Context: an optimization exercise on an open-source flow, tuned for small area and a short achievable clock period. The choices shown serve that exercise and are no tape-out recipe. In this exercise RTL edits were held to simulation tests only and were not proved equivalent to the original. Power figures rest on the tool's default switching activity, not on a simulated workload.

==> module beam_topk_sort, before the edit <==
module beam_topk_sort #(
    parameter int NBEAM_IN = 64,
    parameter int BEAM     = 16,
    parameter int PWR_W    = 32
) (
    input  logic                        i_clk,
    input  logic                        i_reset_n,
    input  logic                        i_pwr_vld,
    input  logic                        i_pwr_sop,
    input  logic [PWR_W-1:0]            i_pwr_data,
    output logic [BEAM-1:0][7:0]        o_beam_idx,
    output logic [BEAM-1:0][PWR_W-1:0]  o_beam_pwr,
    output logic                        o_rbg_load,
    output logic                        o_busy,
    output logic                        o_err_sop
);
    localparam int IW = 6;                        
    localparam logic [IW-1:0] CNT_LAST_C = IW'(NBEAM_IN - 1);
    localparam int HW = PWR_W / 2;               
    logic            collect_r;      
    logic            flush_r;        
    logic [IW-1:0]   last_r;         
    logic            rbg_load_r;
    logic            err_sop_r;
    logic start_s, beam_s, take_s, acc_s;
    assign start_s = i_pwr_vld &  i_pwr_sop;
    assign beam_s  = i_pwr_vld & ~i_pwr_sop;
    assign take_s  = beam_s & collect_r;          
    assign acc_s   = start_s | take_s;            
    always_ff @(posedge i_clk) begin
        if (!i_reset_n) begin
            collect_r  <= 1'b0;
            flush_r    <= 1'b0;
            last_r     <= '0;
            rbg_load_r <= 1'b0;
            err_sop_r  <= 1'b0;
        end else begin
            rbg_load_r <= flush_r;
            err_sop_r  <= (start_s & collect_r) | (beam_s & ~collect_r);
            if (start_s) begin
                collect_r <= 1'b1;
                flush_r   <= 1'b0;
                last_r    <= '0;
            end else if (take_s) begin
                last_r    <= last_r + IW'(1);
                if (last_r == CNT_LAST_C - IW'(1)) begin
                    collect_r <= 1'b0;
                    flush_r   <= 1'b1;
                end else begin
                    flush_r   <= 1'b0;
                end
            end else begin
                flush_r   <= 1'b0;
            end
        end
    end
    logic [BEAM-1:0][PWR_W-1:0] list_pwr_r;
    logic [BEAM-1:0][IW-1:0]    list_idx_r;
    logic [BEAM-1:0]            list_vld_r;   
    logic [PWR_W-1:0]           smp_pwr_r;    
    logic [BEAM-1:0]            hi_gt_r, hi_eq_r, lo_ge_r;
    logic [BEAM-1:0] ge_s;            
    always_comb begin
        for (int i = 0; i < BEAM; i++)
            ge_s[i] = hi_gt_r[i] | (hi_eq_r[i] & lo_ge_r[i]);
    end
    logic [BEAM-1:0][PWR_W-1:0] ins_pwr_s;
    logic [BEAM-1:0][IW-1:0]    ins_idx_s;
    logic [BEAM-1:0]            ins_vld_s;
    for (genvar i = 0; i < BEAM; i++) begin : g_ins
        if (i == 0) begin : g_first
            assign ins_pwr_s[i] = ge_s[i] ? list_pwr_r[i] : smp_pwr_r;
            assign ins_idx_s[i] = ge_s[i] ? list_idx_r[i] : last_r;
        end else begin : g_rest
            beam_topk_ins #(.W(PWR_W + IW)) u_ins (
                .keep (ge_s[i]),
                .take (ge_s[i-1] & ~ge_s[i]),
                .up_s (~ge_s[i-1]),
                .own  ({list_pwr_r[i],   list_idx_r[i]}),
                .smp  ({smp_pwr_r,       last_r}),
                .up   ({list_pwr_r[i-1], list_idx_r[i-1]}),
                .d    ({ins_pwr_s[i],    ins_idx_s[i]})
            );
        end
    end
    always_comb begin
        if (start_s)
            ins_vld_s = '0;
        else if (ge_s[BEAM-1])
            ins_vld_s = list_vld_r;
        else
            ins_vld_s = {list_vld_r[BEAM-2:0], 1'b1};
    end
    logic [BEAM:0]   in_gt_s, in_eq_s, in_ge_s;
    logic [BEAM-1:0] nx_gt_s, nx_eq_s, nx_ge_s;
    always_comb begin
        for (int i = 0; i < BEAM; i++) begin
            in_gt_s[i] = list_pwr_r[i][PWR_W-1:HW] >  i_pwr_data[PWR_W-1:HW];
            in_eq_s[i] = list_pwr_r[i][PWR_W-1:HW] == i_pwr_data[PWR_W-1:HW];
            in_ge_s[i] = list_pwr_r[i][HW-1:0]     >= i_pwr_data[HW-1:0];
        end
        in_gt_s[BEAM] = smp_pwr_r[PWR_W-1:HW] >  i_pwr_data[PWR_W-1:HW];
        in_eq_s[BEAM] = smp_pwr_r[PWR_W-1:HW] == i_pwr_data[PWR_W-1:HW];
        in_ge_s[BEAM] = smp_pwr_r[HW-1:0]     >= i_pwr_data[HW-1:0];
        for (int i = 0; i < BEAM; i++) begin
            if (ge_s[i]) begin
                nx_gt_s[i] = in_gt_s[i];
                nx_eq_s[i] = in_eq_s[i];
                nx_ge_s[i] = in_ge_s[i];
            end else if (i == 0 || ge_s[(i == 0) ? 0 : i-1]) begin
                nx_gt_s[i] = in_gt_s[BEAM];
                nx_eq_s[i] = in_eq_s[BEAM];
                nx_ge_s[i] = in_ge_s[BEAM];
            end else begin
                nx_gt_s[i] = in_gt_s[(i == 0) ? 0 : i-1];
                nx_eq_s[i] = in_eq_s[(i == 0) ? 0 : i-1];
                nx_ge_s[i] = in_ge_s[(i == 0) ? 0 : i-1];
            end
            if (!acc_s) begin
                nx_gt_s[i] = 1'b1;
            end else if (!ins_vld_s[i]) begin
                nx_gt_s[i] = 1'b0;
                nx_eq_s[i] = 1'b0;
            end
        end
    end
    always_ff @(posedge i_clk) begin
        list_pwr_r <= ins_pwr_s;
        list_idx_r <= ins_idx_s;
        list_vld_r <= ins_vld_s;
        smp_pwr_r  <= i_pwr_data;
        hi_gt_r    <= nx_gt_s;
        hi_eq_r    <= nx_eq_s;
        lo_ge_r    <= nx_ge_s;
    end
    logic [BEAM-1:0][IW-1:0]    beam_idx_r, beam_idx_s;
    logic [BEAM-1:0][PWR_W-1:0] beam_pwr_r, beam_pwr_s;
    logic                       out_ld_s, out_hd_s, out_rs_s;
    assign out_ld_s = i_reset_n &  flush_r;
    assign out_hd_s = i_reset_n & ~flush_r;
    assign out_rs_s = ~i_reset_n;
    for (genvar i = 0; i < BEAM; i++) begin : g_out
        for (genvar b = 0; b < PWR_W; b++) begin : g_pwr
            beam_topk_hold0 u_h (.ld(out_ld_s), .hd(out_hd_s),
                                 .n(ins_pwr_s[i][b]), .q(beam_pwr_r[i][b]),
                                 .d(beam_pwr_s[i][b]));
        end
        for (genvar b = 0; b < IW; b++) begin : g_idx
            if (((i >> b) & 1) != 0) begin : g_one
                beam_topk_hold1 u_h (.ld(out_ld_s), .hd(out_hd_s), .rs(out_rs_s),
                                     .n(ins_idx_s[i][b]), .q(beam_idx_r[i][b]),
                                     .d(beam_idx_s[i][b]));
            end else begin : g_zero
                beam_topk_hold0 u_h (.ld(out_ld_s), .hd(out_hd_s),
                                     .n(ins_idx_s[i][b]), .q(beam_idx_r[i][b]),
                                     .d(beam_idx_s[i][b]));
            end
        end
    end
    always_ff @(posedge i_clk) begin
        beam_idx_r <= beam_idx_s;
        beam_pwr_r <= beam_pwr_s;
    end
    always_comb begin
        for (int i = 0; i < BEAM; i++)
            o_beam_idx[i] = {{(8-IW){1'b0}}, beam_idx_r[i]};
    end
    assign o_beam_pwr = beam_pwr_r;
    assign o_rbg_load = rbg_load_r;
    assign o_busy     = collect_r;
    assign o_err_sop  = err_sop_r;
endmodule
clock: 4.0 ns
lec_check: 0
cap_margin: 20
core_margin: 2
core_utilization: 55
setup_slack_margin: 1.8
slew_margin: 20
synth_hierarchical: 1
standard.sh (not shown) runs the stock make flow with config.mk's settings and CLKGATE_MAP_FILE= SYNTH_SCRIPT=/design/flow/synth_recipe.tcl, a recipe that flattens the netlist after the stock synthesis.
==> flow/flow/run.sh <==
#!/bin/bash
set -euo pipefail
bash standard.sh BUFFER_PORTS_ARGS="-buffer_cell sky130_fd_sc_hd__buf_2" finish > standard_flow.log 2>&1
Then changed:
--- a/flow/design.v
+++ b/flow/design.v
@@ -57,14 +57,16 @@
     logic [BEAM-1:0][PWR_W-1:0] list_pwr_r;
     logic [BEAM-1:0][IW-1:0]    list_idx_r;
     logic [BEAM-1:0]            list_vld_r;   
     logic [PWR_W-1:0]           smp_pwr_r;    
     logic [BEAM-1:0]            hi_gt_r, hi_eq_r, lo_ge_r;
+    logic                       smp_acc_r;    
     logic [BEAM-1:0] ge_s;            
     always_comb begin
         for (int i = 0; i < BEAM; i++)
-            ge_s[i] = hi_gt_r[i] | (hi_eq_r[i] & lo_ge_r[i]);
+            ge_s[i] = ~smp_acc_r |
+                      (list_vld_r[i] & (hi_gt_r[i] | (hi_eq_r[i] & lo_ge_r[i])));
     end
     logic [BEAM-1:0][PWR_W-1:0] ins_pwr_s;
     logic [BEAM-1:0][IW-1:0]    ins_idx_s;
     logic [BEAM-1:0]            ins_vld_s;
     for (genvar i = 0; i < BEAM; i++) begin : g_ins
@@ -114,23 +116,18 @@
             end else begin
                 nx_gt_s[i] = in_gt_s[(i == 0) ? 0 : i-1];
                 nx_eq_s[i] = in_eq_s[(i == 0) ? 0 : i-1];
                 nx_ge_s[i] = in_ge_s[(i == 0) ? 0 : i-1];
             end
-            if (!acc_s) begin
-                nx_gt_s[i] = 1'b1;
-            end else if (!ins_vld_s[i]) begin
-                nx_gt_s[i] = 1'b0;
-                nx_eq_s[i] = 1'b0;
-            end
         end
     end
     always_ff @(posedge i_clk) begin
         list_pwr_r <= ins_pwr_s;
         list_idx_r <= ins_idx_s;
         list_vld_r <= ins_vld_s;
         smp_pwr_r  <= i_pwr_data;
+        smp_acc_r  <= acc_s;
         hi_gt_r    <= nx_gt_s;
         hi_eq_r    <= nx_eq_s;
         lo_ge_r    <= nx_ge_s;
     end
     logic [BEAM-1:0][IW-1:0]    beam_idx_r, beam_idx_s;
Outcome:
- The new run went through all stages and came out clean
- clock power barely changes
- sequential share of layout area decreases by 1.3 points
- synthesized cell count increases by 0.31%
- total power is lower by 11%
- routed wire length grows by 0.89%
- global-route usage decreases by 0.29 points
- die area is about the same
- core utilization is higher by 2.4 points
- non-clock buffer count grows by 94
- maximum frequency goes up by about 0.8%
- register-to-register slack gets worse by 0.02 ns
- final cell count increases by 1.7%

-- separate check: timing with driven ports --
In the flow no input, the clock included, has a driving cell. The finished layouts below were timed again as built, in two steps. Step 1 assumes that a clkbuf_16 drives the clock port and a buf_2 every other input. Step 2 also shifts input and output timing later by t, the mid clock arrival at the registers, as if the neighbouring blocks saw the same clock. Slacks: ideal ports / drivers / drivers and shift; pairs: ideal ports / drivers.
run | shift t [ns] | slack for setup (ns) | worst data-port slew with drivers (ns)
the first run | 0.824 | 1.684 / 1.672 / 0.848 | 0.09
the second run | 0.829 | 1.702 / 1.702 / 0.944 | 0.10
After both steps setup and hold are still met in every run listed. The setup slack of the first run, which loses most, moves by -0.012 ns with the drivers and by -0.836 ns with both steps.
